Context: an optimization exercise on an open-source flow, tuned for small area. The choices shown serve that exercise and are no tape-out recipe.
The RTL was checked by simulation tests, not by an equivalence proof against the original design.
Power and IR drop assume default switching activity.

Setup of job 6456:
==> flow/design.v <==
package tbu_pkg;
  localparam int num_states = 16;
  localparam int state_w    = 4;    
  localparam int x_min   = 6;       
  localparam int blk_len = 10;      
  localparam int half = num_states / 2;
  typedef logic [state_w-1:0] state_t;
  typedef logic [num_states*state_w-1:0] stage_prev_t;
  typedef logic [num_states-1:0] stage_desc_t;
  typedef logic [blk_len-1:0] row_t;
  typedef logic [$clog2(blk_len)-1:0] blk_idx_t;
endpackage
`timescale 1ns/1ns
module tbu_top (
  input  logic                 clk,
  input  logic                 sys_rst,
  input  logic                 in_valid,     
  input  tbu_pkg::stage_prev_t prev_state,
  input  tbu_pkg::stage_desc_t decision,
  output logic                 out_valid,
  output logic                 out_bit
);
  localparam int NS  = tbu_pkg::num_states;
  localparam int SW  = tbu_pkg::state_w;
  localparam int H   = tbu_pkg::half;
  localparam int BL  = tbu_pkg::blk_len;
  localparam int XM  = tbu_pkg::x_min;
  localparam int PL  = BL - SW;   
  tbu_pkg::row_t rows_q [NS];    
  tbu_pkg::row_t old_q  [NS];    
  tbu_pkg::row_t tmp_q  [H];     
  logic [H*SW-1:0] pbuf_q;       
  logic [H-1:0]    dbuf_q;       
  logic              ph_b;       
  tbu_pkg::blk_idx_t pos_q;      
  logic              have_prev;  
  tbu_pkg::state_t   ptr_q;      
  tbu_pkg::blk_idx_t rd_idx;
  logic              rd_active;
  tbu_pkg::state_t sel [H];
  logic            din [H];
  tbu_pkg::row_t   gat [H];
  tbu_pkg::row_t   nrow [H];
  always_comb begin
    for (int r = 0; r < H; r++) begin
      sel[r] = ph_b ? pbuf_q[r*SW +: SW] : prev_state[r*SW +: SW];
      din[r] = ph_b ? dbuf_q[r] : decision[r];
      gat[r] = rows_q[sel[r]];
      nrow[r][0] = din[r];
      nrow[r][PL-1:1] = gat[r][PL-2:0];
      if (pos_q == '0) begin
        nrow[r][BL-1:PL] = sel[r];
      end else if (pos_q < tbu_pkg::blk_idx_t'(XM)) begin
        nrow[r][BL-1:PL] = gat[r][BL-1:PL];
      end else begin
        nrow[r][BL-1:PL] = gat[r][BL-2:PL-1];
      end
    end
  end
  always_ff @(posedge clk) begin
    pbuf_q <= prev_state[NS*SW-1:H*SW];
    dbuf_q <= decision[NS-1:H];
    for (int r = 0; r < H; r++) tmp_q[r] <= nrow[r];
    if (ph_b) begin
      for (int r = 0; r < H; r++) begin
        rows_q[r]   <= tmp_q[r];
        rows_q[H+r] <= nrow[r];
      end
    end
    if (in_valid && pos_q == '0) begin
      for (int s = 0; s < NS; s++) old_q[s] <= rows_q[s];
    end
  end
  always_ff @(posedge clk) begin
    if (sys_rst) begin
      ph_b      <= 1'b0;
      pos_q     <= '0;
      have_prev <= 1'b0;
      rd_active <= 1'b0;
      rd_idx    <= '0;
    end else begin
      ph_b <= in_valid;
      if (ph_b) begin
        if (pos_q == tbu_pkg::blk_idx_t'(BL - 1)) begin
          pos_q     <= '0;
          have_prev <= 1'b1;
        end else begin
          pos_q <= pos_q + 1'b1;
        end
      end
      if (rd_active) begin
        if (rd_idx == '0) rd_active <= 1'b0;
        else              rd_idx    <= rd_idx - 1'b1;
      end
      if (in_valid && have_prev && pos_q == tbu_pkg::blk_idx_t'(XM - 1)) begin
        rd_active <= 1'b1;
        rd_idx    <= tbu_pkg::blk_idx_t'(BL - 1);
      end
    end
  end
  always_ff @(posedge clk) begin
    if (in_valid && pos_q == tbu_pkg::blk_idx_t'(XM - 1)) begin
      ptr_q <= nrow[0][BL-1:PL];
    end
  end
  assign out_valid = rd_active;
  assign out_bit   = old_q[ptr_q][rd_idx];
endmodule
Settings: LEC_CHECK=0, ABC_AREA=1, CAP_MARGIN=20, CORE_MARGIN=2, CORE_UTILIZATION=30, GPL_TIMING_DRIVEN=0, SLEW_MARGIN=20; clock period 5.0 ns.
standard.sh (not shown) runs the stock make flow with config.mk's settings and CLKGATE_MAP_FILE= SYNTH_SCRIPT=/design/flow/synth_recipe.tcl, a recipe that flattens the netlist after the stock synthesis.
==> flow/flow/run.sh <==
#!/bin/bash
# Standard layout with three changes:
#  - synthesis maps the logic with the area-oriented ABC script in
#    flow/abc_area.script (ABC_AREA must be 1); the synthesis script itself
#    and the flip-flop mapping are ORFS's own;
#  - the port buffers are the smallest buffer cell;
#  - clock tree synthesis uses clkbuf_8 buffers, clusters of up to 16
#    flip-flops and no dummy loads.
set -euo pipefail
W=$(pwd)
rm -rf "$W/scripts_synth"
cp -r "$FLOW_HOME/scripts" "$W/scripts_synth"
cp "$W/flow/abc_area.script" "$W/scripts_synth/abc_area.script"
bash standard.sh SCRIPTS_DIR="$W/scripts_synth" synth > "$W/synth.log" 2>&1
bash standard.sh \
  "BUFFER_PORTS_ARGS=-buffer_cell sky130_fd_sc_hd__buf_1" \
  "CTS_ARGS=-sink_clustering_enable -repair_clock_nets -dont_use_dummy_load -sink_clustering_size 16 -sink_clustering_max_diameter 50 -buf_list {sky130_fd_sc_hd__clkbuf_8}" \
  > "$W/layout.log" 2>&1
==> flow/flow/abc_area.script <==
strash
&get -n
&fraig -x
&put
scorr
dc2
dretime
strash
&get -n
&dch -f
&nf -R 1000
&put
Job 6456 finished all stages; the layout is clean.
Input-level comparison between job 9088 and job 6456:
Settings: CORE_UTILIZATION: 30 -> 45; GPL_TIMING_DRIVEN: 0 -> unset.
==> flow/run.sh (new file) <==
#!/bin/bash
# synth_recipe.tcl (not shown) runs the flow's synth.tcl, then flattens the netlist and writes it again
# the make line also repeats each setting of config.mk as NAME=value (left out here)
make -C /OpenROAD-flow-scripts/flow DESIGN_CONFIG=/design/flow/config.mk WORK_HOME=/design/flow/orfs CLKGATE_MAP_FILE= SYNTH_SCRIPT=/design/flow/synth_recipe.tcl finish
removed: flow/flow/run.sh
removed: flow/flow/abc_area.script
removed: flow/standard.sh
Results
As of job 9088, post-place instance area had risen by more than 10% compared to job 6456.
Per the comparison of job 9088 with job 6456, net switching share of the total power shows an increase of 2.9 points; net switching component of the power saw an increase; share of the final layout cell area in sequential cells lost 10 points; worst relative slew slack picked up an extra 14 points.
Job 9088 against job 6456: die area shows a reduction of 17%, worst setup slack decreased 0.13 ns, global routing met2 resource utilization has increased, worst hold slack after final layout went up by 0.053 ns.
Compared with job 6456, in job 9088 worst-path maximum fanout fell by 1, area of the mapped netlist rose by about 24%.
Modified inputs, job 6802 compared to job 9088
Settings: CORE_UTILIZATION: 45 -> 30.
==> flow/flow/run.sh (new file) <==
#!/bin/bash
# Standard layout with three changes:
#  - synthesis maps the logic with the area-oriented ABC script in
#    flow/abc_area.script (ABC_AREA must be 1); the synthesis script itself
#    and the flip-flop mapping are ORFS's own;
#  - the port buffers are the smallest buffer cell;
#  - clock tree synthesis uses small clock buffers and no dummy loads.
set -euo pipefail
W=$(pwd)
rm -rf "$W/scripts_synth"
cp -r "$FLOW_HOME/scripts" "$W/scripts_synth"
cp "$W/flow/abc_area.script" "$W/scripts_synth/abc_area.script"
bash standard.sh SCRIPTS_DIR="$W/scripts_synth" synth > "$W/synth.log" 2>&1
bash standard.sh \
  "BUFFER_PORTS_ARGS=-buffer_cell sky130_fd_sc_hd__buf_1" \
  "CTS_ARGS=-sink_clustering_enable -repair_clock_nets -dont_use_dummy_load -buf_list {sky130_fd_sc_hd__clkbuf_4 sky130_fd_sc_hd__clkbuf_8}" \
  > "$W/layout.log" 2>&1
==> flow/flow/abc_area.script (new file) <==
strash
&get -n
&fraig -x
&put
scorr
dc2
dretime
strash
&get -n
&dch -f
&nf -R 1000
&put
==> flow/standard.sh (new file) <==
#!/bin/bash
# synth_recipe.tcl (not shown) runs the flow's synth.tcl, then flattens the netlist and writes it again
# the make line also repeats each setting of config.mk as NAME=value (left out here)
make -C /OpenROAD-flow-scripts/flow DESIGN_CONFIG=/design/flow/config.mk WORK_HOME=/design/flow/orfs CLKGATE_MAP_FILE= SYNTH_SCRIPT=/design/flow/synth_recipe.tcl "${@:-finish}"
removed: flow/run.sh
--- outcome ---
When job 6802 is measured against job 9088, its count of H-tree levels built during CTS turns out 1 higher. Summary of the comparison: area used by multi-input combinational logic is lower in job 6802, relative to job 9088. The total internal power of job 6802 falls short of that of job 9088 by about 13%. On initial core utilization, the lower figure sits with job 6802, not job 9088. Job 6802 gives less final worst-path cycle share than job 9088 did. In the metrics for job 9088 and job 6802, the one carrying the lower setup slack of the critical path after layout is job 9088.

-- static timing again, ports no longer ideal --
How much do the figures lean on ideal ports? The routed layouts below were timed once more, with nothing changed but the port constraints. Step 1 assumes that a clkbuf_16 drives the clock port and a buf_2 every other input. Step 2 also shifts input and output timing later by t, the mid clock arrival at the registers, as if the neighbouring blocks saw the same clock. Three values: ideal, step 1, step 2; two values: the first two.
run	t, ns	slack for setup (ns)	worst setup path after step 2	worst slew at a driven data input, ns	cell pins on the clock port's net
job 6456	0.696	0.306 / 0.247 / 0.345	register to register	0.04	1
job 9088	0.693	0.172 / 0.106 / 0.637	input to register	0.05	1
job 6802	0.720	0.594 / 0.534 / 0.925	input to register	0.04	1
After both steps every run listed still meets setup and hold.
